This is an optimization exercise on Yosys and OpenROAD, whose aim is small area, a short achievable clock period and few clock cycles per item, not a production implementation.
In this exercise RTL edits were held to simulation tests only and were not proved equivalent to the original.

--- run.sh ---
#!/bin/bash
# synth_recipe.tcl (not shown) runs the flow's synth.tcl, then flattens the netlist and writes it again
# the make line also repeats each setting of config.mk as NAME=value (left out here)
make -C /OpenROAD-flow-scripts/flow DESIGN_CONFIG=/design/flow/config.mk WORK_HOME=/design/flow/orfs CLKGATE_MAP_FILE= SYNTH_SCRIPT=/design/flow/synth_recipe.tcl finish
--- config.mk ---
export PLATFORM = sky130hd
export DESIGN_NAME = elgamal32_sign_verify_unit
export DESIGN_NICKNAME = elgamal32_sign_verify_unit
export VERILOG_FILES = /design/flow/design.v
export SDC_FILE = /design/flow/constraint.sdc
export NUM_CORES = 4
export LEC_CHECK = 0
export CAP_MARGIN = 20
export CORE_MARGIN = 2
export CORE_UTILIZATION = 40
export SETUP_SLACK_MARGIN = 4.5
export SLEW_MARGIN = 20
--- constraint.sdc ---
create_clock -name core_clock -period 10.0 [get_ports {clk}]
set_input_delay 2.0000 -clock core_clock [delete_from_list [all_inputs] [get_ports {clk}]]
set_output_delay 2.0000 -clock core_clock [all_outputs]
set_load 0.01 [all_outputs]
--- design.v ---
`default_nettype none
package elg_pkg;
  localparam int WORD_BITS = 32;
  localparam logic CMD_SIGN   = 1'b0;
  localparam logic CMD_VERIFY = 1'b1;
  localparam logic [1:0] REG_MODULUS   = 2'd0;
  localparam logic [1:0] REG_GENERATOR = 2'd1;
  localparam logic [1:0] REG_SECRET    = 2'd2;
  localparam logic [1:0] REG_PUBLIC    = 2'd3;
endpackage
`default_nettype wire
`default_nettype none
module elg_mod_unit (
  input  wire logic        abit,
  input  wire logic [31:0] r,
  input  wire logic [31:0] b,
  input  wire logic [31:0] m,
  output logic      [31:0] r_next
);
  logic [34:0] x1;
  logic [34:0] y;
  logic [34:0] z1;
  logic [34:0] z2;
  logic [34:0] v;
  logic [34:0] s1;
  logic [34:0] c1;
  logic [34:0] s2;
  logic [34:0] c2;
  logic [34:0] d1;
  logic [34:0] d2;
  always_comb begin
    y  = abit ? {3'b000, b} : 35'd0;
    x1 = {2'b00, r, 1'b1};             
    z1 = {3'b111, ~m};                 
    z2 = {2'b11, ~m, 1'b1};            
    v  = {2'b00, r, 1'b0} + y;
    s1 = x1 ^ y ^ z1;
    c1 = (x1 & y) | (x1 & z1) | (y & z1);
    s2 = x1 ^ y ^ z2;
    c2 = (x1 & y) | (x1 & z2) | (y & z2);
    d1 = s1 + {c1[33:0], 1'b0};        
    d2 = s2 + {c2[33:0], 1'b0};        
    if (!d2[34]) begin
      r_next = d2[31:0];
    end else if (!d1[34]) begin
      r_next = d1[31:0];
    end else begin
      r_next = v[31:0];
    end
  end
endmodule
module elg_mont_step (
  input  wire logic [2:0]  d,        
  input  wire logic [1:0]  q,        
  input  wire logic [35:0] s,        
  input  wire logic [35:0] c,
  input  wire logic        cin,
  input  wire logic [33:0] b,        
  input  wire logic [31:0] p,
  output logic      [35:0] s_next,
  output logic      [35:0] c_next,
  output logic             cin_next
);
  logic [37:0] ss, cc, bb, mag, xr, yr;
  logic [37:0] s1, m1, c1, s2, m2, c2;
  logic        xneg;
  logic [2:0]  lo;
  always_comb begin
    ss = {{2{s[35]}}, s};
    cc = {{2{c[35]}}, c};
    bb = {{4{b[33]}}, b};
    case (d)
      3'b001, 3'b010, 3'b101, 3'b110: mag = bb;
      3'b011, 3'b100:                 mag = {bb[36:0], 1'b0};
      default:                        mag = 38'd0;
    endcase
    xneg = d[2] & ~(d[1] & d[0]);
    xr   = xneg ? ~mag : mag;
    case (q)
      2'd1:    yr = {6'd0, p};
      2'd2:    yr = {5'd0, p, 1'b0};
      2'd3:    yr = ~{6'd0, p[31:1], 1'b0};   
      default: yr = 38'd0;
    endcase
    s1 = ss ^ cc ^ xr;
    m1 = (ss & cc) | (ss & xr) | (cc & xr);
    c1 = {m1[36:0], xneg};
    s2 = s1 ^ c1 ^ yr;
    m2 = (s1 & c1) | (s1 & yr) | (c1 & yr);
    c2 = {m2[36:0], cin};
    lo = {1'b0, s2[1:0]} + {1'b0, c2[1:0]};
    s_next   = s2[37:2];
    c_next   = c2[37:2];
    cin_next = lo[2];
  end
endmodule
module elg_mont_q (
  input  wire logic [2:0] d,
  input  wire logic [1:0] b,
  input  wire logic [1:0] s,        
  input  wire logic [1:0] c,
  input  wire logic       cin,
  input  wire logic       p1,       
  output logic      [1:0] q
);
  logic [1:0] x;
  logic       xneg;
  logic [1:0] w;
  always_comb begin
    case (d)
      3'b001, 3'b010, 3'b101, 3'b110: x = b;
      3'b011, 3'b100:                 x = {b[0], 1'b0};
      default:                        x = 2'd0;
    endcase
    xneg = d[2] & ~(d[1] & d[0]);
    w = s + c + {1'b0, cin} + (xneg ? ~x : x) + {1'b0, xneg};
    q = p1 ? w : (2'd0 - w);
  end
endmodule
module elg_mont_look (
  input  wire logic [5:0] s,
  input  wire logic [5:0] c,
  input  wire logic       cin,
  input  wire logic [2:0] d0,       
  input  wire logic [2:0] d1,
  input  wire logic [2:0] d2,
  input  wire logic [1:0] q0,       
  input  wire logic [5:0] b,
  input  wire logic [5:0] p,
  output logic      [1:0] q1,
  output logic      [1:0] q2
);
  logic [5:0] mag0, x0, y0;
  logic [3:0] mag1, x1;
  logic [1:0] mag2, x2, xl1, xl2;
  logic       n0, n1, n2;
  logic [5:0] a1, b1, a2, b2, m1, m2;
  logic [5:0] l1;
  logic [1:0] w1;
  logic [3:0] yc [4];
  logic [5:0] f1, g1, f2, f3, g3, f4, f5, g5, f6;
  logic [5:0] h1 [4];
  logic [5:0] h2 [4];
  logic [5:0] l2 [4];
  logic [1:0] w2 [4];
  logic [1:0] q2c [4];
  always_comb begin
    case (d0)
      3'b001, 3'b010, 3'b101, 3'b110: mag0 = b;
      3'b011, 3'b100:                 mag0 = {b[4:0], 1'b0};
      default:                        mag0 = 6'd0;
    endcase
    n0 = d0[2] & ~(d0[1] & d0[0]);
    x0 = n0 ? ~mag0 : mag0;
    case (q0)
      2'd1:    y0 = p;
      2'd2:    y0 = {p[4:0], 1'b0};
      2'd3:    y0 = ~{p[5:1], 1'b0};
      default: y0 = 6'd0;
    endcase
    case (d1)
      3'b001, 3'b010, 3'b101, 3'b110: mag1 = b[3:0];
      3'b011, 3'b100:                 mag1 = {b[2:0], 1'b0};
      default:                        mag1 = 4'd0;
    endcase
    n1  = d1[2] & ~(d1[1] & d1[0]);
    x1  = n1 ? ~mag1 : mag1;
    xl1 = x1[1:0] + {1'b0, n1};
    case (d2)
      3'b001, 3'b010, 3'b101, 3'b110: mag2 = b[1:0];
      3'b011, 3'b100:                 mag2 = {b[0], 1'b0};
      default:                        mag2 = 2'd0;
    endcase
    n2  = d2[2] & ~(d2[1] & d2[0]);
    x2  = n2 ? ~mag2 : mag2;
    xl2 = x2 + {1'b0, n2};
    a1 = s ^ c ^ x0;
    m1 = (s & c) | (s & x0) | (c & x0);
    b1 = {m1[4:0], cin};
    a2 = a1 ^ b1 ^ y0;
    m2 = (a1 & b1) | (a1 & y0) | (b1 & y0);
    b2 = {m2[4:0], n0};
    l1 = a2 + b2;
    w1 = l1[3:2] + xl1;
    q1 = p[1] ? w1 : (2'd0 - w1);
    yc[0] = 4'd0;
    yc[1] = p[3:0];
    yc[2] = {p[2:0], 1'b0};
    yc[3] = ~{p[3:1], 1'b0};
    f1 = y0 ^ {x1, 2'b00} ^ {3'd0, n1, 1'b0, n0};
    g1 = (y0 & {x1, 2'b00}) | (y0 & {3'd0, n1, 1'b0, n0}) | ({x1, 2'b00} & {3'd0, n1, 1'b0, n0});
    f2 = {g1[4:0], 1'b0};
    f3 = a1 ^ b1 ^ f1;
    g3 = (a1 & b1) | (a1 & f1) | (b1 & f1);
    f4 = {g3[4:0], 1'b0};
    f5 = f3 ^ f4 ^ f2;
    g5 = (f3 & f4) | (f3 & f2) | (f4 & f2);
    f6 = {g5[4:0], 1'b0};
    for (int k = 0; k < 4; k++) begin
      h1[k]  = f5 ^ f6 ^ {yc[k], 2'b00};
      h2[k]  = (f5 & f6) | (f5 & {yc[k], 2'b00}) | (f6 & {yc[k], 2'b00});
      l2[k]  = h1[k] + {h2[k][4:0], 1'b0};
      w2[k]  = l2[k][5:4] + xl2;
      q2c[k] = p[1] ? w2[k] : (2'd0 - w2[k]);
    end
    case (q1)
      2'd0:    q2 = q2c[0];
      2'd1:    q2 = q2c[1];
      2'd2:    q2 = q2c[2];
      default: q2 = q2c[3];
    endcase
  end
endmodule
`default_nettype wire
`default_nettype none
module elgamal32_sign_verify_unit (
  input  wire logic                          clk,
  input  wire logic                          rst,
  input  wire logic                          psel,
  input  wire logic                          penable,
  input  wire logic                          pwrite,
  input  wire logic [3:0]                    paddr,
  input  wire logic [31:0]                   pwdata,
  output logic [31:0]                        prdata,
  output logic                               pready,
  input  wire logic                          req_valid,
  output logic                               req_stall,
  input  wire logic [128:0]                  req_word,
  output logic                               rsp_valid,
  input  wire logic                          rsp_stall,
  output logic [65:0]                        rsp_word
);
  localparam int NS = 40;
  localparam int I_IDLE = 0;
  localparam int I_ACC = 1;
  localparam int I_OUT = 2;
  localparam int I_EX_FETCH = 3;
  localparam int I_EX_DEC = 4;
  localparam int I_EX_SQ = 5;
  localparam int I_EX_MUL = 6;
  localparam int I_EX_END = 7;
  localparam int I_EX_CVT = 8;
  localparam int I_EX_FIX = 9;
  localparam int I_PC_GH = 10;
  localparam int I_PC_GG = 11;
  localparam int I_SG_GRED = 12;
  localparam int I_SG_A = 13;
  localparam int I_SG_KRED = 14;
  localparam int I_SG_KR2 = 15;
  localparam int I_SG_EX0 = 16;
  localparam int I_SG_KF = 17;
  localparam int I_SG_HR0 = 18;
  localparam int I_SG_HF = 19;
  localparam int I_SG_HRED = 20;
  localparam int I_SG_HR2 = 21;
  localparam int I_SG_U = 22;
  localparam int I_SG_T1 = 23;
  localparam int I_SG_T2 = 24;
  localparam int I_SG_NF1 = 25;
  localparam int I_SG_NF2 = 26;
  localparam int I_SG_S0 = 27;
  localparam int I_SG_S = 28;
  localparam int I_SG_FIN = 29;
  localparam int I_VF_R2 = 30;
  localparam int I_VF_R2B = 31;
  localparam int I_VF_HRED = 32;
  localparam int I_VF_HR2 = 33;
  localparam int I_VF_ARED = 34;
  localparam int I_VF_HA0 = 35;
  localparam int I_VF_HA = 36;
  localparam int I_VF_L = 37;
  localparam int I_VF_GRED = 38;
  localparam int I_VF_CMP = 39;
  localparam logic [5:0] ST_IDLE = 6'd0;
  localparam logic [5:0] ST_ACC = 6'd1;
  localparam logic [5:0] ST_OUT = 6'd2;
  localparam logic [5:0] ST_EX_FETCH = 6'd3;
  localparam logic [5:0] ST_EX_DEC = 6'd4;
  localparam logic [5:0] ST_EX_SQ = 6'd5;
  localparam logic [5:0] ST_EX_MUL = 6'd6;
  localparam logic [5:0] ST_EX_END = 6'd7;
  localparam logic [5:0] ST_EX_CVT = 6'd8;
  localparam logic [5:0] ST_EX_FIX = 6'd9;
  localparam logic [5:0] ST_PC_GH = 6'd10;
  localparam logic [5:0] ST_PC_GG = 6'd11;
  localparam logic [5:0] ST_SG_GRED = 6'd12;
  localparam logic [5:0] ST_SG_A = 6'd13;
  localparam logic [5:0] ST_SG_KRED = 6'd14;
  localparam logic [5:0] ST_SG_KR2 = 6'd15;
  localparam logic [5:0] ST_SG_EX0 = 6'd16;
  localparam logic [5:0] ST_SG_KF = 6'd17;
  localparam logic [5:0] ST_SG_HR0 = 6'd18;
  localparam logic [5:0] ST_SG_HF = 6'd19;
  localparam logic [5:0] ST_SG_HRED = 6'd20;
  localparam logic [5:0] ST_SG_HR2 = 6'd21;
  localparam logic [5:0] ST_SG_U = 6'd22;
  localparam logic [5:0] ST_SG_T1 = 6'd23;
  localparam logic [5:0] ST_SG_T2 = 6'd24;
  localparam logic [5:0] ST_SG_NF1 = 6'd25;
  localparam logic [5:0] ST_SG_NF2 = 6'd26;
  localparam logic [5:0] ST_SG_S0 = 6'd27;
  localparam logic [5:0] ST_SG_S = 6'd28;
  localparam logic [5:0] ST_SG_FIN = 6'd29;
  localparam logic [5:0] ST_VF_R2 = 6'd30;
  localparam logic [5:0] ST_VF_R2B = 6'd31;
  localparam logic [5:0] ST_VF_HRED = 6'd32;
  localparam logic [5:0] ST_VF_HR2 = 6'd33;
  localparam logic [5:0] ST_VF_ARED = 6'd34;
  localparam logic [5:0] ST_VF_HA0 = 6'd35;
  localparam logic [5:0] ST_VF_HA = 6'd36;
  localparam logic [5:0] ST_VF_L = 6'd37;
  localparam logic [5:0] ST_VF_GRED = 6'd38;
  localparam logic [5:0] ST_VF_CMP = 6'd39;
  logic        req_cmd;
  logic [31:0] req_hash;
  logic [31:0] req_k;
  logic [31:0] req_ain;
  logic [31:0] req_bin;
  assign req_cmd  = req_word[128];
  assign req_hash = req_word[127:96];
  assign req_k    = req_word[95:64];
  assign req_ain  = req_word[63:32];
  assign req_bin  = req_word[31:0];
  logic [31:0] p, g, x, h;
  logic        cfg_wr;
  logic        p_small;
  logic        mont;
  assign cfg_wr  = psel & penable & pwrite;
  assign p_small = (p[31:1] == 31'd0);
  assign mont    = p[0];
  assign nbig    = p[0] & p[31];
  assign pready  = 1'b1;
  always_ff @(posedge clk) begin
    if (rst) begin
      p <= 32'd2;
      g <= 32'd1;
      x <= 32'd0;
      h <= 32'd1;
    end else if (cfg_wr) begin
      case (paddr[3:2])
        elg_pkg::REG_MODULUS:   p <= pwdata;
        elg_pkg::REG_GENERATOR: g <= pwdata;
        elg_pkg::REG_SECRET:    x <= pwdata;
        default:                h <= pwdata;
      endcase
    end
  end
  always_comb begin
    case (paddr[3:2])
      elg_pkg::REG_MODULUS:   prdata = p;
      elg_pkg::REG_GENERATOR: prdata = g;
      elg_pkg::REG_SECRET:    prdata = x;
      default:                prdata = h;
    endcase
  end
  logic rqv, cmdq;
  always_ff @(posedge clk) begin
    rqv  <= req_valid & ~rst;
    cmdq <= req_cmd;
  end
  logic [5:0]    sb, state_n;
  logic [NS-1:0] state;
  always_comb begin
    for (int i = 0; i < NS; i++) state[i] = (sb == i);
  end
  logic [35:0] R, R_n;       
  logic [35:0] C, C_n;       
  logic        cin, cin_n;
  logic [33:0] A, A_n;       
  logic [33:0] B, B_n;       
  logic [31:0] M, M_n;       
  logic [33:0] V1, V1_n;     
  logic [33:0] V2, V2_n;     
  logic [31:0] R2, R2_n;     
  logic        r2v;          
  logic [33:0] V3, V3_n;     
  logic        gbusy, gbusy_n;
  logic        mm, mm_n;     
  logic [2:0]  md, md_n;     
  logic [1:0]  mq, mq_n;     
  logic        glast_n;
  logic [6:0]  gcnt, gcnt_n;
  logic [4:0]  ei, ei_n;     
  logic        one, one_n;   
  logic        shamir, shamir_n;
  logic        gsplit, gsplit_n;  
  logic        pre, pre_n;        
  logic        gv, gv_n;          
  logic [33:0] GH, GH_n;
  logic [33:0] GG, GG_n;
  logic [31:0] GM, GM_n;
  logic        isvf, isvf_n;
  logic        dv1, dv1_n, dv2, dv2_n, dv3, dv3_n, dgm, dgm_n, dgg, dgg_n;
  logic        f_t1, f_nf, f_m;
  logic [31:0] E, E_n;
  logic        eu_run, eu_run_n;   
  logic        eu_ph, eu_ph_n;     
  logic        negfix, negfix_n;   
  logic        eu_go;              
  logic        eu_take;
  logic        mload;         
  logic        nbig;          
  logic [4:0]  j, j_n;       
  logic        neg, neg_n;   
  logic        tb, tb_n;     
  logic        se, se_n;
  logic        vf, vf_n;
  logic        stall_q, stall_n;
  logic        rv_q, rv_n;
  logic        eb1, eb2;     
  logic [31:0] r_next;
  logic [35:0] s_next, c_next;
  logic        cin_next;
  logic [35:0] t_sum;        
  logic [35:0] un;           
  logic        glast;
  logic        gl;           
  logic        gm;           
  logic        gmm;          
  logic [6:0]  gc;           
  elg_mod_unit u_mod (
    .abit   (A[31]),
    .r      (R[31:0]),
    .b      (B[31:0]),
    .m      (M),
    .r_next (r_next)
  );
  logic [35:0] s_mid, c_mid;
  logic        cin_mid;
  logic [1:0]  q_mid, q_nx;
  elg_mont_step u_mont1 (
    .d        (md),
    .q        (mq),
    .s        (R),
    .c        (C),
    .cin      (cin),
    .b        (B),
    .p        (p),
    .s_next   (s_mid),
    .c_next   (c_mid),
    .cin_next (cin_mid)
  );
  elg_mont_step u_mont2 (
    .d        (A[3:1]),
    .q        (q_mid),
    .s        (s_mid),
    .c        (c_mid),
    .cin      (cin_mid),
    .b        (B),
    .p        (p),
    .s_next   (s_next),
    .c_next   (c_next),
    .cin_next (cin_next)
  );
  elg_mont_look u_look (
    .s   (R[5:0]),
    .c   (C[5:0]),
    .cin (cin),
    .d0  (md),
    .d1  (A[3:1]),
    .d2  (A[5:3]),
    .q0  (mq),
    .b   (B[5:0]),
    .p   (p[5:0]),
    .q1  (q_mid),
    .q2  (q_nx)
  );
  logic [36:0] t_sum1;
  assign t_sum1 = {R, 1'b1} + {C, cin};
  assign t_sum  = t_sum1[36:1];
  assign un    = mm ? t_sum : {4'b0000, r_next};
  logic [1:0] q_first;
  logic [1:0] a_lo, b_lo;
  elg_mont_q u_qf (
    .d  ({a_lo, 1'b0}),
    .b  (b_lo),
    .s   (2'b00),
    .c   (2'b00),
    .cin (1'b0),
    .p1 (p[1]),
    .q  (q_first)
  );
  logic [31:0] f1, f2;
  logic [31:0] fe;
  always_comb begin
    fe = isvf ? req_hash : req_k;
    if (pre) begin
      f1 = 32'h0001_0000;
      f2 = 32'd0;
    end else if (gsplit) begin
      f1 = {16'd0, fe[31:16]};
      f2 = {16'd0, fe[15:0]};
    end else if (shamir) begin
      f1 = req_ain;
      f2 = req_bin;
    end else begin
      f1 = fe;
      f2 = 32'd0;
    end
  end
  always_ff @(posedge clk) begin
    eb1 <= f1[ei];
    eb2 <= f2[ei];
  end
  logic [33:0] base;
  always_comb begin
    case ({eb1, eb2})
      2'b01:   base = gsplit ? {2'b00, GM} : V2;
      2'b11:   base = gsplit ? GG : V3;
      default: base = gsplit ? GH : (shamir ? V1 : {2'b00, GM});
    endcase
  end
  logic [31:0] sopd, aopd;
  logic [32:0] eu_sub;
  logic [31:0] eu_add;
  always_comb begin
    if (eu_run)     sopd = eu_ph ? V2[31:0] : {V2[30:0], 1'b0};
    else if (f_t1)  sopd = R[31:0];
    else if (f_nf)  sopd = V3[31:0];
    else            sopd = M;
    eu_sub  = {1'b0, V1[31:0]} - {1'b0, sopd};
    eu_add  = eu_run ? (V3[31:0] + E) : (R[31:0] + M);
    eu_take = ~eu_sub[32];
  end
  typedef enum logic [2:0] {R_HOLD, R_STEP, R_ZERO, R_BASE, R_ONE, R_B, R_ADD, R_SUB} rsel_t;
  typedef enum logic [3:0] {A_HOLD, A_STEP, A_SHR, A_EXT, A_R, A_UN, A_V1, A_V3, A_SUB, A_GM} asel_t;
  typedef enum logic [3:0] {B_HOLD, B_SHL, B_SHR, B_ONE, B_R, B_UN, B_V2, B_BASE, B_R2} bsel_t;
  typedef enum logic [2:0] {V1_HOLD, V1_R, V1_M, V1_SUB, V1_A, V1_EXT} v1sel_t;
  typedef enum logic [1:0] {V2_HOLD, V2_R, V2_ZERO} v2sel_t;
  typedef enum logic [2:0] {V3_HOLD, V3_R, V3_ZERO, V3_B, V3_SUB} v3sel_t;
  typedef enum logic [2:0] {E_G, E_H, E_X, E_K, E_HASH, E_AIN, E_TOP} esel_t;
  rsel_t  rs;
  asel_t  as;
  bsel_t  bs;
  v1sel_t v1s;
  v2sel_t v2s;
  v3sel_t v3s;
  esel_t  es;
  logic [31:0] ext;
  logic [6:0]  cvt_cnt;      
  assign cvt_cnt = mont ? 7'd67 : 7'd31;
  always_comb begin
    state_n  = sb;
    rs       = R_HOLD;
    as       = A_HOLD;
    bs       = B_HOLD;
    v1s      = V1_HOLD;
    v2s      = V2_HOLD;
    v3s      = V3_HOLD;
    es       = E_G;
    mload    = 1'b0;
    eu_go    = 1'b0;
    gm       = 1'b0;
    gmm      = 1'b0;
    gc       = 7'd31;
    gbusy_n  = gbusy;
    gcnt_n   = gcnt;
    ei_n     = ei;
    one_n    = one;
    shamir_n = shamir;
    gsplit_n = gsplit;
    pre_n    = pre;
    gv_n     = gv;
    isvf_n   = isvf;
    dv1_n    = 1'b0;
    dv2_n    = 1'b0;
    dv3_n    = 1'b0;
    dgm_n    = 1'b0;
    dgg_n    = 1'b0;
    tb_n     = tb;
    se_n     = se;
    vf_n     = vf;
    stall_n  = 1'b1;
    rv_n     = rv_q;
    gl       = 1'b0;
    if (gbusy) begin
      rs     = R_STEP;
      as     = A_STEP;
      gcnt_n = gcnt - 7'd1;
      if (gcnt == 7'd0) gbusy_n = 1'b0;
    end
    unique case (1'b1)
      state[I_IDLE]: begin
        if (rqv) begin
          isvf_n = cmdq;
          if (p_small) begin
            v2s     = V2_ZERO;
            rs      = R_ZERO;
            se_n    = ~cmdq;
            vf_n    = 1'b0;
            stall_n = 1'b0;
            state_n = ST_ACC;
          end else if (cmdq == elg_pkg::CMD_SIGN) begin
            gsplit_n = 1'b0;
            pre_n    = 1'b0;
            if (nbig) begin
              v1s     = V1_EXT; es = E_K;
              mload   = 1'b1;
              state_n = ST_SG_KF;
            end else begin
              gl = 1'b1; as = A_EXT; es = E_K; bs = B_ONE; gm = 1'b1;
              state_n = ST_SG_KRED;
            end
          end else begin
            gsplit_n = 1'b0;
            pre_n    = 1'b0;
            if (mont && !r2v) begin
              gl = 1'b1; as = A_EXT; es = E_TOP; bs = B_ONE; gc = 7'd72;
              state_n = ST_VF_R2;
            end else if (mont) begin
              gl = 1'b1; as = A_EXT; es = E_H; bs = B_R2; gmm = 1'b1; gc = 7'd9;
              state_n = ST_VF_HRED;
            end else begin
              gl = 1'b1; as = A_EXT; es = E_H; bs = B_ONE; gc = cvt_cnt;
              state_n = ST_VF_HRED;
            end
          end
        end
      end
      state[I_ACC]: begin
        rv_n    = 1'b1;
        state_n = ST_OUT;
      end
      state[I_OUT]: begin
        if (!rsp_stall) begin
          rv_n    = 1'b0;
          state_n = ST_IDLE;
        end
      end
      state[I_EX_FETCH]: state_n = ST_EX_DEC;
      state[I_EX_DEC]: begin
        if (one) begin
          if (eb1 | eb2) begin
            rs    = R_BASE;
            one_n = 1'b0;
          end
          if (ei == 5'd0) begin
            state_n = ST_EX_END;
          end else begin
            ei_n    = ei - 5'd1;
            state_n = ST_EX_FETCH;
          end
        end else begin
          gl = 1'b1; as = A_R; bs = B_R; gmm = mont; gc = mont ? 7'd9 : 7'd31;
          state_n = ST_EX_SQ;
        end
      end
      state[I_EX_SQ]: begin
        if (glast) begin
          if (eb1 | eb2) begin
            gl = 1'b1; as = A_UN; bs = B_BASE; gmm = mont; gc = mont ? 7'd9 : 7'd31;
            state_n = ST_EX_MUL;
          end else if (ei == 5'd0) begin
            state_n = ST_EX_END;
          end else begin
            gl = 1'b1; as = A_UN; bs = B_UN; gmm = mont; gc = mont ? 7'd9 : 7'd31;
            ei_n    = ei - 5'd1;
            state_n = ST_EX_SQ;
          end
        end
      end
      state[I_EX_MUL]: begin
        if (glast) begin
          if (ei == 5'd0) begin
            state_n = ST_EX_END;
          end else begin
            gl = 1'b1; as = A_UN; bs = B_UN; gmm = mont; gc = mont ? 7'd9 : 7'd31;
            ei_n    = ei - 5'd1;
            state_n = ST_EX_SQ;
          end
        end
      end
      state[I_EX_END]: begin
        if (pre) begin
          state_n = ST_PC_GH;
        end else if (one) begin
          rs = R_ONE;
          state_n = ST_EX_FIX;
        end else if (mont) begin
          gl = 1'b1; as = A_R; bs = B_ONE; gmm = 1'b1; gc = 7'd9;
          state_n = ST_EX_CVT;
        end else begin
          state_n = ST_EX_FIX;
        end
      end
      state[I_EX_CVT]: begin
        if (glast) state_n = ST_EX_FIX;
      end
      state[I_EX_FIX]: begin
        if (R[35] && !eu_run) rs = R_ADD;
        if (eu_run)      state_n = ST_EX_FIX;
        else if (!isvf)  state_n = ST_SG_A;
        else if (shamir) state_n = ST_VF_L;
        else             state_n = ST_VF_CMP;
      end
      state[I_PC_GH]: begin
        gl = 1'b1; as = A_GM; bs = B_R; gmm = 1'b1; gc = 7'd9;
        state_n = ST_PC_GG;
      end
      state[I_PC_GG]: begin
        if (glast) begin
          dgg_n    = 1'b1;
          gv_n     = 1'b1;
          pre_n    = 1'b0;
          gsplit_n = 1'b1;
          ei_n     = 5'd15;
          one_n    = 1'b1;
          state_n  = ST_EX_FETCH;
        end
      end
      state[I_SG_GRED]: begin
        if (glast) begin
          dgm_n    = 1'b1;
          one_n    = 1'b1;
          shamir_n = 1'b0;
          pre_n    = mont & ~gv;
          gsplit_n = mont & gv;
          ei_n     = ~mont ? 5'd31 : (gv ? 5'd15 : 5'd16);
          state_n  = ST_EX_FETCH;
        end
      end
      state[I_SG_A]: begin
        v2s     = V2_R;
        state_n = ST_SG_HR0;
      end
      state[I_SG_KF]: begin
        eu_go   = 1'b1;
        state_n = ST_SG_EX0;
      end
      state[I_SG_KRED]: begin
        if (glast) state_n = ST_SG_KR2;
      end
      state[I_SG_KR2]: begin
        eu_go   = 1'b1;
        state_n = ST_SG_EX0;
      end
      state[I_SG_EX0]: begin
        if (mont && gv) begin
          gsplit_n = 1'b1;
          ei_n     = 5'd15;
          one_n    = 1'b1;
          shamir_n = 1'b0;
          state_n  = ST_EX_FETCH;
        end else begin
          gl = 1'b1; as = A_EXT; es = E_G; bs = B_ONE; gc = cvt_cnt;
          state_n = ST_SG_GRED;
        end
      end
      state[I_SG_HR0]: begin
        if (nbig) begin
          v1s     = V1_EXT; es = E_HASH;
          mload   = 1'b1;
          state_n = ST_SG_HF;
        end else begin
          gl = 1'b1; as = A_EXT; es = E_HASH; bs = B_ONE; gm = 1'b1;
          state_n = ST_SG_HRED;
        end
      end
      state[I_SG_HF]: begin
        if (!eu_sub[32]) v1s = V1_SUB;
        gl = 1'b1; as = A_EXT; es = E_X; bs = B_V2; gm = 1'b1;
        state_n = ST_SG_U;
      end
      state[I_SG_HRED]: begin
        if (glast) state_n = ST_SG_HR2;
      end
      state[I_SG_HR2]: begin
        v1s = V1_R;
        gl = 1'b1; as = A_EXT; es = E_X; bs = B_V2; gm = 1'b1;
        state_n = ST_SG_U;
      end
      state[I_SG_U]: begin
        if (glast) state_n = ST_SG_T1;
      end
      state[I_SG_T1]: begin
        rs      = R_SUB;
        tb_n    = eu_sub[32];
        state_n = ST_SG_T2;
      end
      state[I_SG_T2]: begin
        if (tb) rs = R_ADD;
        state_n = negfix ? ST_SG_NF1 : ST_SG_S0;
      end
      state[I_SG_NF1]: begin
        v1s     = V1_M;
        state_n = ST_SG_NF2;
      end
      state[I_SG_NF2]: begin
        v3s     = V3_SUB;
        state_n = ST_SG_S0;
      end
      state[I_SG_S0]: begin
        gl = 1'b1; as = A_V3; bs = B_R; gm = 1'b1;
        state_n = ST_SG_S;
      end
      state[I_SG_S]: begin
        if (glast) state_n = ST_SG_FIN;
      end
      state[I_SG_FIN]: begin
        se_n    = (R[31:0] == 32'd0);
        vf_n    = 1'b0;
        stall_n = 1'b0;
        state_n = ST_ACC;
      end
      state[I_VF_R2]: begin
        if (glast) state_n = ST_VF_R2B;
      end
      state[I_VF_R2B]: begin
        gl = 1'b1; as = A_EXT; es = E_H; bs = B_R; gmm = 1'b1; gc = 7'd9;
        state_n = ST_VF_HRED;
      end
      state[I_VF_HRED]: begin
        if (glast) state_n = ST_VF_HR2;
      end
      state[I_VF_HR2]: begin
        v1s = V1_R;
        if (mont) begin
          gl = 1'b1; as = A_EXT; es = E_AIN; bs = B_R2; gmm = 1'b1; gc = 7'd9;
        end else begin
          gl = 1'b1; as = A_EXT; es = E_AIN; bs = B_ONE; gc = cvt_cnt;
        end
        state_n = ST_VF_ARED;
      end
      state[I_VF_ARED]: begin
        if (glast) begin
          dv2_n = 1'b1;
          state_n = ST_VF_HA0;
        end
      end
      state[I_VF_HA0]: begin
        gl = 1'b1; as = A_V1; bs = B_R; gmm = mont; gc = mont ? 7'd9 : 7'd31;
        state_n = ST_VF_HA;
      end
      state[I_VF_HA]: begin
        if (glast) begin
          dv3_n    = 1'b1;
          ei_n     = 5'd31;
          one_n    = 1'b1;
          shamir_n = 1'b1;
          gsplit_n = 1'b0;
          pre_n    = 1'b0;
          state_n  = ST_EX_FETCH;
        end
      end
      state[I_VF_L]: begin
        v3s = V3_R;
        if (mont && gv) begin
          gsplit_n = 1'b1;
          pre_n    = 1'b0;
          shamir_n = 1'b0;
          ei_n     = 5'd15;
          one_n    = 1'b1;
          state_n  = ST_EX_FETCH;
        end else begin
          gl = 1'b1; as = A_EXT; es = E_G; bs = B_ONE; gc = cvt_cnt;
          state_n = ST_VF_GRED;
        end
      end
      state[I_VF_GRED]: begin
        if (glast) begin
          dgm_n    = 1'b1;
          one_n    = 1'b1;
          shamir_n = 1'b0;
          pre_n    = mont & ~gv;
          gsplit_n = mont & gv;
          ei_n     = ~mont ? 5'd31 : (gv ? 5'd15 : 5'd16);
          state_n  = ST_EX_FETCH;
        end
      end
      state[I_VF_CMP]: begin
        vf_n    = (R[33:0] == V3);
        se_n    = 1'b0;
        v2s     = V2_ZERO;
        rs      = R_ZERO;
        stall_n = 1'b0;
        state_n = ST_ACC;
      end
      default: state_n = ST_IDLE;
    endcase
    if (gl) begin
      rs      = R_ZERO;
      gbusy_n = 1'b1;
      gcnt_n  = gc;
    end
  end
  always_comb begin
    if (state[I_EX_SQ] || state[I_EX_MUL]) begin
      a_lo = t_sum[1:0];
      b_lo = (state[I_EX_SQ] && (eb1 | eb2)) ? base[1:0] : t_sum[1:0];
    end else if (state[I_PC_GH]) begin
      a_lo = GM[1:0];
      b_lo = R[1:0];
    end else if (state[I_VF_HA0]) begin
      a_lo = V1[1:0];
      b_lo = R[1:0];
    end else if (state[I_IDLE] || state[I_VF_HR2]) begin
      a_lo = ext[1:0];
      b_lo = R2[1:0];
    end else if (state[I_VF_R2B]) begin
      a_lo = ext[1:0];
      b_lo = R[1:0];
    end else if (state[I_EX_END]) begin
      a_lo = R[1:0];
      b_lo = 2'd1;
    end else begin
      a_lo = R[1:0];
      b_lo = R[1:0];
    end
  end
  always_comb begin
    case (es)
      E_G:     ext = g;
      E_H:     ext = h;
      E_X:     ext = x;
      E_K:     ext = req_k;
      E_HASH:  ext = req_hash;
      E_AIN:   ext = req_ain;
      default: ext = 32'h8000_0000;
    endcase
  end
  always_comb begin
    case (rs)
      R_HOLD:  R_n = R;
      R_STEP:  R_n = mm ? (glast ? t_sum : s_next) : {4'b0000, r_next};
      R_ZERO:  R_n = 36'd0;
      R_BASE:  R_n = {{2{base[33]}}, base};
      R_ONE:   R_n = 36'd1;
      R_B:     R_n = {{2{B[33]}}, B};
      R_ADD:   R_n = {4'b0000, eu_add};
      default: R_n = {4'b0000, eu_sub[31:0]};
    endcase
    case (as)
      A_HOLD:  A_n = A;
      A_STEP:  A_n = mm ? {{4{A[33]}}, A[33:4]} : {A[32:0], 1'b0};
      A_SHR:   A_n = {3'b000, A[31:1]};
      A_EXT:   A_n = {2'b00, ext};
      A_R:     A_n = R[33:0];
      A_UN:    A_n = un[33:0];
      A_V1:    A_n = V1;
      A_SUB:   A_n = {2'b00, eu_sub[31:0]};
      A_GM:    A_n = {2'b00, GM};
      default: A_n = V3;
    endcase
    case (bs)
      B_HOLD:  B_n = B;
      B_SHL:   B_n = {2'b00, B[30:0], 1'b0};
      B_SHR:   B_n = {3'b000, B[31:1]};
      B_ONE:   B_n = 34'd1;
      B_R:     B_n = R[33:0];
      B_UN:    B_n = un[33:0];
      B_V2:    B_n = V2;
      B_R2:    B_n = {2'b00, R2};
      default: B_n = base;
    endcase
    case (v1s)
      V1_R:    V1_n = R[33:0];
      V1_M:    V1_n = {2'b00, M};
      V1_SUB:  V1_n = {2'b00, eu_sub[31:0]};
      V1_A:    V1_n = A;
      V1_EXT:  V1_n = {2'b00, ext};
      default: V1_n = V1;
    endcase
    case (v2s)
      V2_R:    V2_n = R[33:0];
      V2_ZERO: V2_n = 34'd0;
      default: V2_n = V2;
    endcase
    case (v3s)
      V3_R:    V3_n = R[33:0];
      V3_ZERO: V3_n = 34'd0;
      V3_B:    V3_n = B;
      V3_SUB:  V3_n = {2'b00, eu_sub[31:0]};
      default: V3_n = V3;
    endcase
    M_n  = (gl | mload) ? ((gm | mload) ? (p - 32'd1) : p) : M;
    mm_n = gl ? gmm : mm;
    GH_n = state[I_PC_GH] ? R[33:0] : GH;
    GG_n = dgg ? R[33:0] : GG;
    GM_n = dgm ? R[31:0] : GM;
    R2_n = state[I_VF_R2B] ? R[31:0] : R2;
    if (dv1) V1_n = R[33:0];
    if (dv2) V2_n = R[33:0];
    if (dv3) V3_n = R[33:0];
    E_n      = E;
    j_n      = j;
    neg_n    = neg;
    eu_run_n = eu_run;
    eu_ph_n  = eu_ph;
    negfix_n = negfix;
    if (eu_go) begin
      V1_n     = {2'b00, M};
      V2_n     = state[I_SG_KF] ? {2'b00, (eu_take ? eu_sub[31:0] : V1[31:0])} : {2'b00, R[31:0]};
      V3_n     = 34'd0;
      E_n      = 32'd1;
      j_n      = 5'd0;
      neg_n    = 1'b0;
      eu_run_n = 1'b1;
      eu_ph_n  = 1'b0;
      negfix_n = 1'b0;
    end else if (eu_run) begin
      if (!eu_ph) begin
        if (V2[31:0] == 32'd0) begin
          V3_n     = 34'd0;
          eu_run_n = 1'b0;
        end else if (V2[31:0] == 32'd1) begin
          V3_n     = {2'b00, E};
          negfix_n = neg;
          eu_run_n = 1'b0;
        end else if (!V2[31] && eu_take) begin
          V2_n = {V2[32:0], 1'b0};
          E_n  = {E[30:0], 1'b0};
          j_n  = j + 5'd1;
        end else begin
          eu_ph_n = 1'b1;
        end
      end else if (j != 5'd0) begin
        if (eu_take) begin
          V1_n = {2'b00, eu_sub[31:0]};
          V3_n = {2'b00, eu_add};
        end
        V2_n = {1'b0, V2[33:1]};
        E_n  = {1'b0, E[31:1]};
        j_n  = j - 5'd1;
      end else begin
        V1_n    = V2;
        V2_n    = {2'b00, (eu_take ? eu_sub[31:0] : V1[31:0])};
        V3_n    = {2'b00, E};
        E_n     = eu_take ? eu_add : V3[31:0];
        neg_n   = ~neg;
        eu_ph_n = 1'b0;
      end
    end
    C_n   = gl ? 36'd0 : ((gbusy & mm & ~glast) ? c_next : C);
    cin_n = gl ? 1'b0 : ((gbusy & mm & ~glast) ? cin_next : cin);
    md_n    = gl ? {a_lo, 1'b0} : ((gbusy & mm & ~glast) ? A[5:3] : md);
    mq_n    = gl ? q_first : ((gbusy & mm & ~glast) ? q_nx : mq);
    glast_n = gbusy_n & (gcnt_n == 7'd0);
  end
  always_ff @(posedge clk) begin
    R      <= R_n;
    C      <= C_n;
    cin    <= cin_n;
    A      <= A_n;
    B      <= B_n;
    M      <= M_n;
    V1     <= V1_n;
    V2     <= V2_n;
    R2     <= R2_n;
    V3     <= V3_n;
    mm     <= mm_n;
    md     <= md_n;
    mq     <= mq_n;
    gcnt   <= gcnt_n;
    ei     <= ei_n;
    one    <= one_n;
    shamir <= shamir_n;
    gsplit <= gsplit_n;
    pre    <= pre_n;
    GH     <= GH_n;
    GG     <= GG_n;
    GM     <= GM_n;
    isvf   <= isvf_n;
    dv1    <= dv1_n;
    dv2    <= dv2_n;
    dv3    <= dv3_n;
    dgm    <= dgm_n;
    dgg    <= dgg_n;
    f_t1   <= (state_n == ST_SG_T1);
    f_nf   <= (state_n == ST_SG_NF2);
    E      <= E_n;
    eu_ph  <= eu_ph_n;
    negfix <= negfix_n;
    f_m    <= (state_n == ST_SG_KF) || (state_n == ST_SG_HF);
    j      <= j_n;
    neg    <= neg_n;
    tb     <= tb_n;
    se     <= se_n;
    vf     <= vf_n;
    if (rst) begin
      sb      <= ST_IDLE;
      eu_run  <= 1'b0;
      gv      <= 1'b0;
      r2v     <= 1'b0;
      gbusy   <= 1'b0;
      glast   <= 1'b0;
      stall_q <= 1'b1;
      rv_q    <= 1'b0;
    end else begin
      sb      <= state_n;
      eu_run  <= eu_run_n;
      gv      <= gv_n & ~(cfg_wr & (paddr[3:2] == elg_pkg::REG_MODULUS || paddr[3:2] == elg_pkg::REG_GENERATOR));
      r2v     <= (r2v | state[I_VF_R2B]) & ~(cfg_wr & (paddr[3:2] == elg_pkg::REG_MODULUS));
      gbusy   <= gbusy_n;
      glast   <= glast_n;
      stall_q <= stall_n;
      rv_q    <= rv_n;
    end
  end
  assign req_stall = stall_q;
  assign rsp_valid = rv_q;
  assign rsp_word  = {V2[31:0], R[31:0], se, vf};
endmodule
`default_nettype wire
==> report_table.html, run 1 <==
<table>
<tr><th>Metric</th><th>Value</th></tr>
<tr><th colspan="2">Min path</th></tr>
<tr><td>Worst min-delay path class</td><td>flop to flop</td></tr>
<tr><th colspan="2">Detailed routing</th></tr>
<tr><td>Total via count after detailed routing</td><td>62300</td></tr>
<tr><td>Remaining DRCs</td><td>0</td></tr>
<tr><td>Number of nets with antenna violations after routing</td><td>0</td></tr>
<tr><td>Per-cell via count in the routed design</td><td>6.61</td></tr>
<tr><td>First drt pass iteration count</td><td>10</td></tr>
<tr><td>Wire length per cell after detailed routing</td><td>31.0 um</td></tr>
<tr><td>Total Wirelength</td><td>292000 um</td></tr>
<tr><td>Number of DRC markers after the initial detailed-route iteration</td><td>9214</td></tr>
<tr><th colspan="2">Synth</th></tr>
<tr><td>Warnings, synthesis</td><td>11</td></tr>
<tr><td>Area share of the largest cell type after synthesis</td><td>14.2%</td></tr>
<tr><td>Flip-flop cell with the highest count after synthesis</td><td>sky130_fd_sc_hd__dfxtp_1</td></tr>
<tr><td>Average footprint of a synthesized cell</td><td>8.25 um2</td></tr>
<tr><td>Largest family of logic cells by synthesized area</td><td>compound AO/OA/AOI/OAI gates</td></tr>
<tr><td>EDFF count, synth</td><td>286</td></tr>
<tr><td>Cells after synthesis</td><td>7332</td></tr>
<tr><td>Post-synthesis async set-or-reset flop share</td><td>0%</td></tr>
<tr><td>Flops &amp; latches, synth</td><td>624</td></tr>
<tr><td>Xor and xnor fraction of the mapped netlist area</td><td>5.85%</td></tr>
<tr><td>Synth area leader</td><td>sky130_fd_sc_hd__edfxtp_1</td></tr>
<tr><td>Mux cell area share after synthesis</td><td>6.92%</td></tr>
<tr><td>Simple logic cell fraction of the synthesized area</td><td>15.3%</td></tr>
<tr><td>Combined area of all synthesized cells</td><td>60500 um2</td></tr>
<tr><td>Post-synth net total</td><td>8023</td></tr>
<tr><td>Fraction of the yosys area taken by sequential cells</td><td>25.4%</td></tr>
<tr><td>Top cells by area, synth</td><td>sky130_fd_sc_hd__edfxtp_1 14%, sky130_fd_sc_hd__dfxtp_1 11%, sky130_fd_sc_hd__fa_1 7.7%</td></tr>
<tr><td>Count of distinct cell types in the synthesized netlist</td><td>106</td></tr>
<tr><td>Top cells by count, synth</td><td>950 x sky130_fd_sc_hd__nand2_1, 688 x sky130_fd_sc_hd__a21oi_1, 564 x sky130_fd_sc_hd__nor2_1</td></tr>
<tr><td>Share of synthesized cell area in full adder, half adder and majority cells</td><td>13.6%</td></tr>
<tr><td>Fraction of the mapped netlist area in compound gates</td><td>25.6%</td></tr>
<tr><td>Most common cell in the synthesized netlist</td><td>sky130_fd_sc_hd__nand2_1</td></tr>
<tr><th colspan="2">Floorplan</th></tr>
<tr><td>Number of I/O pins</td><td>273</td></tr>
<tr><td>Starting Density</td><td>40.3%</td></tr>
<tr><td>Core region area</td><td>150000 um2</td></tr>
<tr><td>Die W</td><td>393 um</td></tr>
<tr><td>Overall die height</td><td>393 um</td></tr>
<tr><td>Overall die area</td><td>154000 um2</td></tr>
<tr><td>Std cell rows</td><td>142</td></tr>
<tr><th colspan="2">CTS</th></tr>
<tr><td>Total clock buffers created by CTS</td><td>80</td></tr>
<tr><td>Clock slew at reported path FFs</td><td>0.07 ns</td></tr>
<tr><td>H-tree Lvls</td><td>3</td></tr>
<tr><td>CTS Root Buffer Type</td><td>sky130_fd_sc_hd__clkbuf_16</td></tr>
<tr><td>Clock tree from TritonCTS</td><td>built</td></tr>
<tr><td># hold bufs at CTS</td><td>0</td></tr>
<tr><td>Worst-Skew Late Latency</td><td>0.73 ns</td></tr>
<tr><td>Clock buffer depth</td><td>3</td></tr>
<tr><td>CTS sink count</td><td>624</td></tr>
<tr><th colspan="2">Global routing</th></tr>
<tr><td>Number of antenna violations at the first check in global routing</td><td>5</td></tr>
<tr><td>Maximum number of pins on one net before global-route repair</td><td>118</td></tr>
<tr><td>Aggregate global routing overflow</td><td>0</td></tr>
<tr><td>All-layer global routing usage</td><td>36.6%</td></tr>
<tr><td>Via count of the first global-routing pass</td><td>58200</td></tr>
<tr><td>First-pass GRT wire length</td><td>413000 um</td></tr>
<tr><th colspan="2">Status</th></tr>
<tr><td>Run status</td><td>complete, no violations</td></tr>
<tr><th colspan="2">Setup path</th></tr>
<tr><td>Data required time of the worst path</td><td>10.44 ns</td></tr>
<tr><td>Largest fanout of any net on the critical path</td><td>4</td></tr>
<tr><td>Buf+Inv Stages, Crit Path</td><td>6</td></tr>
<tr><td>Critical path launch point type</td><td>flop</td></tr>
<tr><td>Slowest cell on the critical path</td><td>sky130_fd_sc_hd__fa_2</td></tr>
<tr><td>Biggest cell delay along the critical path</td><td>0.60 ns</td></tr>
<tr><td>Type of destination of the critical path</td><td>flop</td></tr>
<tr><td>Classification of the worst setup path</td><td>flop to flop</td></tr>
<tr><td>Data arrival time of the critical path</td><td>6.43 ns</td></tr>
<tr><td>Crit-path leading delay family</td><td>adder cells</td></tr>
<tr><th colspan="2">STA</th></tr>
<tr><td>Post-route fraction of the period consumed by the critical path</td><td>59.9%</td></tr>
<tr><td>Max Slew Vio Count</td><td>0</td></tr>
<tr><td>Worst Slack Setup Final</td><td>4.01 ns</td></tr>
<tr><td>RSZ-0062 raised after global routing</td><td>true</td></tr>
<tr><td>Worst hold slack across all endpoints</td><td>0.474 ns</td></tr>
<tr><td>Setup skew after layout</td><td>0.0433 ns</td></tr>
<tr><td>Endpoints failing hold</td><td>0</td></tr>
<tr><td>Setup TNS after final layout</td><td>0 ns</td></tr>
<tr><td>Fin crit period</td><td>5.99 ns</td></tr>
<tr><td>F_max</td><td>0.167 GHz</td></tr>
<tr><td>Setup violators final</td><td>0</td></tr>
<tr><td>Worst Max-Slew Pin Slew</td><td>1.31 ns</td></tr>
<tr><td>Worst slew margin</td><td>11.9%</td></tr>
<tr><th colspan="2">Layout</th></tr>
<tr><td>Layout overhead on the synthesized area</td><td>15.4%</td></tr>
<tr><td>NumNets Final</td><td>8020</td></tr>
<tr><td>Filler cell count</td><td>14600</td></tr>
<tr><td>Share of post-route cells with drive strength above 1</td><td>11.9%</td></tr>
<tr><th colspan="2">Flow run</th></tr>
<tr><td>Max-cap violations</td><td>0</td></tr>
<tr><th colspan="2">Placed design</th></tr>
<tr><td>Sum of net half-perimeters after detailed placement</td><td>215000 um</td></tr>
<tr><td>Quantity of I/O buffers inserted on ports</td><td>269</td></tr>
<tr><td>Placer Congestion</td><td>1.03</td></tr>
<tr><td>Pre-CTS setup slack</td><td>3.01 ns</td></tr>
</table>
## what timing repair did
action,in CTS,in global routing
endpoints found under the setup margin,268,179
resized for setup,158,171
gates cloned,10,0
endpoints found under the hold margin,0,0
pin swaps,87,125
setup buffers,45,34
## cell usage in the layout, fill, tap and decap left out, types with 31 or more instances in the layout
master	netlist	final
sky130_fd_sc_hd__fa_1	233	224
sky130_fd_sc_hd__dfxtp_1	338	328
sky130_fd_sc_hd__o211ai_1	63	63
sky130_fd_sc_hd__nand2_1	950	938
sky130_fd_sc_hd__o22ai_1	49	48
sky130_fd_sc_hd__xor2_1	167	164
sky130_fd_sc_hd__mux2i_1	156	154
sky130_fd_sc_hd__nor3_1	76	75
sky130_fd_sc_hd__nor4_1	48	46
sky130_fd_sc_hd__nand2b_1	53	53
sky130_fd_sc_hd__a211oi_1	94	88
sky130_fd_sc_hd__a31oi_1	64	57
sky130_fd_sc_hd__nand3_1	154	149
sky130_fd_sc_hd__clkdlybuf4s50_1	0	253
sky130_fd_sc_hd__nor2b_1	48	43
sky130_fd_sc_hd__a21o_1	103	103
sky130_fd_sc_hd__o221ai_1	51	47
sky130_fd_sc_hd__mux2_2	63	60
sky130_fd_sc_hd__clkbuf_16	0	85
sky130_fd_sc_hd__o21ai_0	390	358
sky130_fd_sc_hd__inv_1	424	415
sky130_fd_sc_hd__buf_4	70	229
sky130_fd_sc_hd__a22oi_1	194	165
sky130_fd_sc_hd__a222oi_1	120	120
sky130_fd_sc_hd__edfxtp_1	286	286
sky130_fd_sc_hd__o21a_1	34	34
sky130_fd_sc_hd__ha_1	286	279
sky130_fd_sc_hd__a21oi_1	688	658
sky130_fd_sc_hd__xnor2_1	237	207
sky130_fd_sc_hd__o21ai_1	20	36
sky130_fd_sc_hd__o21bai_1	33	31
sky130_fd_sc_hd__nor2_1	564	544
sky130_fd_sc_hd__mux4_2	85	85
sky130_fd_sc_hd__nand4_1	33	33
sky130_fd_sc_hd__a221oi_1	140	138
sky130_fd_sc_hd__o31ai_1	45	44
sky130_fd_sc_hd__a221o_1	40	40
## worst paths after layout
path,from,to,slack (ns),cells past startpoint
setup / recovery,md[1],R[31],4.01,25
hold reg to reg,h[6],h[6],0.47,2
hold / removal,h[6],h[6],0.47,2
setup reg to reg,md[1],R[31],4.01,25
## sequential cells by signal (all words and copies together), names as in the netlist, 2 cells and up
| signal | cells |
|---|---|
| V2 | 34 |
| C | 36 |
| g | 32 |
| V1 | 34 |
| GM | 32 |
| M | 32 |
| A | 34 |
| E | 32 |
| gcnt | 7 |
| R2 | 32 |
| B | 34 |
| ei | 5 |
| GH | 34 |
| h | 32 |
| x | 32 |
| R | 36 |
| sb | 6 |
| j | 5 |
| GG | 34 |
| mq | 2 |
| md | 3 |
| p | 32 |
| V3 | 34 |
## cells by family after synthesis
group                      Yosys count
and+or+nand+nor                   2094
adders and majority gates          519
other                                1
buffers and inverters             1075
DFF                                624
xor gates and xnor gates           404
AOI/OAI and AO/OA                 2311
muxes                              304
## area by class of cell
| class | instances | area (um2) | share of cell area [%] |
|---|---|---|---|
| multi-input cells | 5635 | 42000 | 60.3 |
| flip-flops and latches | 624 | 15400 | 22.0 |
| repair buffers | 555 | 5370 | 7.71 |
| well taps | 2016 | 2520 | 3.62 |
| clock buffers | 107 | 2290 | 3.28 |
| inverters | 433 | 1640 | 2.36 |
| clock inverters | 43 | 490 | 0.703 |
| diodes | 1 | 2.50 | 0.00359 |
## worst reg2reg max path: stages, from the launching register on
cell                       delay (ns)
sky130_fd_sc_hd__edfxtp_1        0.44
sky130_fd_sc_hd__ha_4            0.20
sky130_fd_sc_hd__mux2_8          0.32
sky130_fd_sc_hd__a22oi_2         0.18
sky130_fd_sc_hd__xnor2_2         0.11
sky130_fd_sc_hd__fa_1            0.51
sky130_fd_sc_hd__fa_2            0.60
sky130_fd_sc_hd__ha_4            0.21
sky130_fd_sc_hd__a31oi_4         0.21
sky130_fd_sc_hd__buf_6           0.15
sky130_fd_sc_hd__xnor2_4         0.14
sky130_fd_sc_hd__buf_4           0.17
sky130_fd_sc_hd__xor2_4          0.19
sky130_fd_sc_hd__nor2_2          0.10
sky130_fd_sc_hd__xor2_4          0.21
sky130_fd_sc_hd__buf_6           0.14
sky130_fd_sc_hd__buf_12          0.14
sky130_fd_sc_hd__buf_16          0.15
sky130_fd_sc_hd__clkinv_8        0.06
sky130_fd_sc_hd__nand2_8         0.09
sky130_fd_sc_hd__fa_1            0.59
sky130_fd_sc_hd__nor2_2          0.06
sky130_fd_sc_hd__a21oi_2         0.16
sky130_fd_sc_hd__a21oi_2         0.07
sky130_fd_sc_hd__a221oi_2        0.38
sky130_fd_sc_hd__a22oi_1         0.15
## stage by stage
stage | cell area (um2) | instances | util, %
2_1_floorplan | 60500 | 7332 | -
3_3_place_gp | 64700 | 9174 | 43.1
3_5_place_dp | 64700 | 9174 | 43.1
4_1_cts | 68700 | 9379 | 45.8
5_1_grt | 69700 | 9413 | 46.5
6_report | 69700 | 9414 | 46.5
## metal layers
metal / GRT usage, % / routed length, um / part of all wire (%) / vias to the layer above
li1: - / - / - / 26700
met1: 47.2 / 110000 / 38 / 30100
met2: 53.5 / 121000 / 41 / 4532
met3: 11.6 / 39900 / 14 / 953
met4: 21.5 / 20400 / 7.0 / 8
met5: 0 / 51 / 0.017 / -
Testbench counts, summed over its fixed seeds: cycles 191,333, items 320.
==> run 2, diff against run 1 <==
--- a/design.v
+++ b/design.v
@@ -467,5 +467,5 @@
   );
   logic [36:0] t_sum1;
-  assign t_sum1 = {R, 1'b1} + {C, cin};
+  assign t_sum1 = {s_mid, 1'b1} + {c_mid, cin_mid};
   assign t_sum  = t_sum1[36:1];
   assign un    = mm ? t_sum : {4'b0000, r_next};
@@ -539,5 +539,5 @@
   logic [31:0] ext;
   logic [6:0]  cvt_cnt;      
-  assign cvt_cnt = mont ? 7'd67 : 7'd31;
+  assign cvt_cnt = mont ? 7'd65 : 7'd31;
   always_comb begin
     state_n  = sb;
@@ -606,8 +606,8 @@
             pre_n    = 1'b0;
             if (mont && !r2v) begin
-              gl = 1'b1; as = A_EXT; es = E_TOP; bs = B_ONE; gc = 7'd72;
+              gl = 1'b1; as = A_EXT; es = E_TOP; bs = B_ONE; gc = 7'd68;
               state_n = ST_VF_R2;
             end else if (mont) begin
-              gl = 1'b1; as = A_EXT; es = E_H; bs = B_R2; gmm = 1'b1; gc = 7'd9;
+              gl = 1'b1; as = A_EXT; es = E_H; bs = B_R2; gmm = 1'b1; gc = 7'd8;
               state_n = ST_VF_HRED;
             end else begin
@@ -642,5 +642,5 @@
           end
         end else begin
-          gl = 1'b1; as = A_R; bs = B_R; gmm = mont; gc = mont ? 7'd9 : 7'd31;
+          gl = 1'b1; as = A_R; bs = B_R; gmm = mont; gc = mont ? 7'd8 : 7'd31;
           state_n = ST_EX_SQ;
         end
@@ -649,10 +649,10 @@
         if (glast) begin
           if (eb1 | eb2) begin
-            gl = 1'b1; as = A_UN; bs = B_BASE; gmm = mont; gc = mont ? 7'd9 : 7'd31;
+            gl = 1'b1; as = A_UN; bs = B_BASE; gmm = mont; gc = mont ? 7'd8 : 7'd31;
             state_n = ST_EX_MUL;
           end else if (ei == 5'd0) begin
             state_n = ST_EX_END;
           end else begin
-            gl = 1'b1; as = A_UN; bs = B_UN; gmm = mont; gc = mont ? 7'd9 : 7'd31;
+            gl = 1'b1; as = A_UN; bs = B_UN; gmm = mont; gc = mont ? 7'd8 : 7'd31;
             ei_n    = ei - 5'd1;
             state_n = ST_EX_SQ;
@@ -665,5 +665,5 @@
             state_n = ST_EX_END;
           end else begin
-            gl = 1'b1; as = A_UN; bs = B_UN; gmm = mont; gc = mont ? 7'd9 : 7'd31;
+            gl = 1'b1; as = A_UN; bs = B_UN; gmm = mont; gc = mont ? 7'd8 : 7'd31;
             ei_n    = ei - 5'd1;
             state_n = ST_EX_SQ;
@@ -678,5 +678,5 @@
           state_n = ST_EX_FIX;
         end else if (mont) begin
-          gl = 1'b1; as = A_R; bs = B_ONE; gmm = 1'b1; gc = 7'd9;
+          gl = 1'b1; as = A_R; bs = B_ONE; gmm = 1'b1; gc = 7'd8;
           state_n = ST_EX_CVT;
         end else begin
@@ -695,5 +695,5 @@
       end
       state[I_PC_GH]: begin
-        gl = 1'b1; as = A_GM; bs = B_R; gmm = 1'b1; gc = 7'd9;
+        gl = 1'b1; as = A_GM; bs = B_R; gmm = 1'b1; gc = 7'd8;
         state_n = ST_PC_GG;
       end
@@ -807,5 +807,5 @@
       end
       state[I_VF_R2B]: begin
-        gl = 1'b1; as = A_EXT; es = E_H; bs = B_R; gmm = 1'b1; gc = 7'd9;
+        gl = 1'b1; as = A_EXT; es = E_H; bs = B_R; gmm = 1'b1; gc = 7'd8;
         state_n = ST_VF_HRED;
       end
@@ -816,5 +816,5 @@
         v1s = V1_R;
         if (mont) begin
-          gl = 1'b1; as = A_EXT; es = E_AIN; bs = B_R2; gmm = 1'b1; gc = 7'd9;
+          gl = 1'b1; as = A_EXT; es = E_AIN; bs = B_R2; gmm = 1'b1; gc = 7'd8;
         end else begin
           gl = 1'b1; as = A_EXT; es = E_AIN; bs = B_ONE; gc = cvt_cnt;
@@ -829,5 +829,5 @@
       end
       state[I_VF_HA0]: begin
-        gl = 1'b1; as = A_V1; bs = B_R; gmm = mont; gc = mont ? 7'd9 : 7'd31;
+        gl = 1'b1; as = A_V1; bs = B_R; gmm = mont; gc = mont ? 7'd8 : 7'd31;
         state_n = ST_VF_HA;
       end
--- a/config.mk
+++ b/config.mk
@@ -9,4 +9,6 @@
 export CORE_MARGIN = 2
 export CORE_UTILIZATION = 40
+export CTS_BUF_LIST = sky130_fd_sc_hd__clkbuf_8
+export CTS_CLUSTER_SIZE = 40
 export SETUP_SLACK_MARGIN = 4.5
 export SLEW_MARGIN = 20
==> run 2 against run 1 <==
  * Via count rose by 8.7%
  * Synthesized area rose by 2.4%
  * Critical path depth fell by 2
  * Sequential cell count did not move
  * Routed wire length rose by 16%
  * Sequential share of layout area fell by 1.0 points
  * Utilization rose by 1.0 points
  * First-iteration DRC count rose by 32%
==> report_table.html, run 2 <==
<table>
<tr><th>Metric</th><th>Value</th></tr>
<tr><th colspan="2">STA</th></tr>
<tr><td>RSZ-0062 raised after global routing</td><td>true (unchanged)</td></tr>
<tr><td>Endpoints failing hold</td><td>0 (unchanged)</td></tr>
<tr><td>Setup skew after layout</td><td>0.0729 ns (was 0.0433 ns)</td></tr>
<tr><td>F_max</td><td>0.162 GHz (was 0.167 GHz)</td></tr>
<tr><td>Fin crit period</td><td>6.16 ns (was 5.99 ns)</td></tr>
<tr><td>Setup TNS after final layout</td><td>0 ns (unchanged)</td></tr>
<tr><td>Worst slew margin</td><td>16.1% (was 11.9%)</td></tr>
<tr><td>Post-route fraction of the period consumed by the critical path</td><td>61.6% (was 59.9%)</td></tr>
<tr><td>Setup violators final</td><td>0 (unchanged)</td></tr>
<tr><th colspan="2">Detailed routing</th></tr>
<tr><td>Total Wirelength</td><td>337000 um (was 292000 um)</td></tr>
<tr><td>First drt pass iteration count</td><td>17 (was 10)</td></tr>
<tr><td>Number of nets with antenna violations after routing</td><td>0 (unchanged)</td></tr>
<tr><td>Per-cell via count in the routed design</td><td>6.85 (was 6.61)</td></tr>
<tr><td>Remaining DRCs</td><td>0 (unchanged)</td></tr>
<tr><th colspan="2">Setup path</th></tr>
<tr><td>Type of destination of the critical path</td><td>flop (unchanged)</td></tr>
<tr><td>Worst setup slack for register-to-register paths</td><td>3.84 ns (was 4.01 ns)</td></tr>
<tr><td>Data required time of the worst path</td><td>10.69 ns (was 10.44 ns)</td></tr>
<tr><td>Slowest cell on the critical path</td><td>sky130_fd_sc_hd__fa_1 (was sky130_fd_sc_hd__fa_2)</td></tr>
<tr><td>Classification of the worst setup path</td><td>flop to flop (unchanged)</td></tr>
<tr><td>Critical path launch point type</td><td>flop (unchanged)</td></tr>
<tr><th colspan="2">Layout</th></tr>
<tr><td>Layout overhead on the synthesized area</td><td>18.1% (was 15.4%)</td></tr>
<tr><td>NumNets Final</td><td>8403 (was 8020)</td></tr>
<tr><td>Largest registers in the final layout</td><td>C (36), R (36) (unchanged)</td></tr>
<tr><td>Share of post-route cells with drive strength above 1</td><td>14.5% (was 11.9%)</td></tr>
<tr><th colspan="2">Synth</th></tr>
<tr><td>EDFF count, synth</td><td>286 (unchanged)</td></tr>
<tr><td>Fraction of the yosys area taken by sequential cells</td><td>24.8% (was 25.4%)</td></tr>
<tr><td>Area share of the largest cell type after synthesis</td><td>13.9% (was 14.2%)</td></tr>
<tr><td>Average footprint of a synthesized cell</td><td>8.20 um2 (was 8.25 um2)</td></tr>
<tr><td>Top cells by count, synth</td><td>840 x sky130_fd_sc_hd__nand2_1, 701 x sky130_fd_sc_hd__a21oi_1, 625 x sky130_fd_sc_hd__nor2_1 (was 950 x sky130_fd_sc_hd__nand2_1, 688 x sky130_fd_sc_hd__a21oi_1, 564 x sky130_fd_sc_hd__nor2_1)</td></tr>
<tr><td>Top cells by area, synth</td><td>sky130_fd_sc_hd__edfxtp_1 14%, sky130_fd_sc_hd__dfxtp_1 11%, sky130_fd_sc_hd__fa_1 7.5% (was sky130_fd_sc_hd__edfxtp_1 14%, sky130_fd_sc_hd__dfxtp_1 11%, sky130_fd_sc_hd__fa_1 7.7%)</td></tr>
<tr><td>Most common cell in the synthesized netlist</td><td>sky130_fd_sc_hd__nand2_1 (unchanged)</td></tr>
<tr><th colspan="2">Floorplan</th></tr>
<tr><td>Overall die area</td><td>158000 um2 (was 154000 um2)</td></tr>
<tr><td>Core region area</td><td>154000 um2 (was 150000 um2)</td></tr>
<tr><td>Overall die height</td><td>397 um (was 393 um)</td></tr>
<tr><td>Number of I/O pins</td><td>273 (unchanged)</td></tr>
<tr><td>Starting Density</td><td>40.2% (was 40.3%)</td></tr>
<tr><th colspan="2">CTS</th></tr>
<tr><td>Total clock buffers created by CTS</td><td>121 (was 80)</td></tr>
<tr><td>Clock slew at reported path FFs</td><td>0.07 ns (about the same)</td></tr>
<tr><td>CTS sink count</td><td>624 (unchanged)</td></tr>
<tr><td>Clock tree from TritonCTS</td><td>built (unchanged)</td></tr>
<tr><td>H-tree Lvls</td><td>3 (unchanged)</td></tr>
<tr><td>Worst-Skew Late Latency</td><td>0.94 ns (was 0.73 ns)</td></tr>
<tr><th colspan="2">Placed design</th></tr>
<tr><td>Quantity of I/O buffers inserted on ports</td><td>269 (unchanged)</td></tr>
<tr><td>Sum of net half-perimeters after detailed placement</td><td>245000 um (was 215000 um)</td></tr>
<tr><th colspan="2">Flow run</th></tr>
<tr><td>Max-cap violations</td><td>0 (unchanged)</td></tr>
<tr><th colspan="2">Global routing</th></tr>
<tr><td>Number of antenna violations at the first check in global routing</td><td>25 (was 5)</td></tr>
<tr><td>All-layer global routing usage</td><td>40.8% (was 36.6%)</td></tr>
<tr><th colspan="2">Status</th></tr>
<tr><td>Run status</td><td>complete, no violations (unchanged)</td></tr>
</table>
-- run 2: cell types whose count changed after synthesis, sizes merged, moves of 42 or more --
cell and delta:
clkbuf +42, inv +56, nand2 -111, nand3 -50
nor2 +58, o211ai +44
-- run 2: final cells by class --
type                    count  area, um2
flip-flops and latches    624      15400
repair buffers            704       6780
inverters                 488       1850
multi-input cells        5775      44200
clock inverters            87        473
diodes                     13       32.5
fillers                 14900      80700
clock buffers             140       1930
well taps                2044       2560
-- run 2: logic make-up after synthesis --
group | count (synthesis) | share of synthesized area (%)
buf+inv | 1151 | 7.52
mux | 314 | 6.96
xor+xnor | 389 | 5.55
simple gates | 2067 | 14.8
fa+ha+maj | 517 | 13.3
flops | 624 | 24.8
other cells | 1 | 0.00606
compound gates | 2484 | 27.1
-- run 2: per-layer routing --
| layer | wire length [um] | up-vias | global-route usage [%] |
|---|---|---|---|
| met4 | 26800 | 22 | 25.9 |
| li1 | - | 28000 | - |
| met5 | 207 | - | 0.605 |
| met2 | 137000 | 5494 | 58.0 |
| met1 | 121000 | 32800 | 51.5 |
| met3 | 52300 | 1373 | 15.5 |
-- run 2: through the flow --
step	setup WS [ns]	area [um2]	hold slack, ns	std cells
detailed placement	2.43	66600	0.449	9454
floorplan	4.40	62100	0.406	7547
global route	3.70	73100	0.484	9867
CTS	4.00	71500	0.458	9810
global placement	2.45	66600	0.444	9453
finish	3.84	73200	0.455	9875
-- run 2: final timing paths --
| path | from | end | cells past startpoint |
|---|---|---|---|
| worst max-delay path | md[1] | R[11] | 23 |
| worst min-delay path | C[34] | C[34] | 2 |
| worst max register to register | md[1] | R[11] | 23 |
| worst min register to register | C[34] | C[34] | 2 |
-- run 2: what timing repair did --
action / in CTS / in global routing
setup endpoints to repair: 312 / 131
setup buffers: 122 / 49
gates resized for setup: 297 / 219
cloned: 7 / 3
pin swaps: 117 / 152
-- run 2: critical path: cells and delay by family (launching register included) --
family	cells	cell delay (ns)
compound gates	5	0.82
xor+xnor	5	1.08
fa+ha+maj	5	2.07
buf+inv	4	0.53
flops	1	0.44
mux	1	0.34
simple gates	3	0.63
Testbench counts of run 2, summed over its fixed seeds: cycles 174,278, items 320.

separate check: timing with driven ports:
No port has a modelled driver above. Below, the same layouts with a new extraction and two added sets of constraints.
Step 1, drivers: a clkbuf_16 drives clk and a buf_2 each remaining input, both assumed.
Step 2 times the ports against the registers' clock, not the clock port: input delays grow and output delays shrink by t, the midpoint of the rising clock arrivals with the driver on.
Slacks: ideal / step 1 / step 2; pairs: ideal / step 1.
| run | shift t [ns] | setup WS [ns] | worst setup path after step 2 | worst slew at a driven data input, ns | cell pins on the clock port's net |
|---|---|---|---|---|---|
| run 1 | 0.792 | 4.015 / 4.015 / 3.975 | input to register | 0.11 | 1 |
| run 2 | 0.980 | 3.840 / 3.840 / 3.840 | register to register | 0.10 | 1 |
After both steps every run listed still meets setup and hold. The setup slack of run 1, which loses most, moves by 0.000 ns with the drivers and by -0.040 ns with both steps.
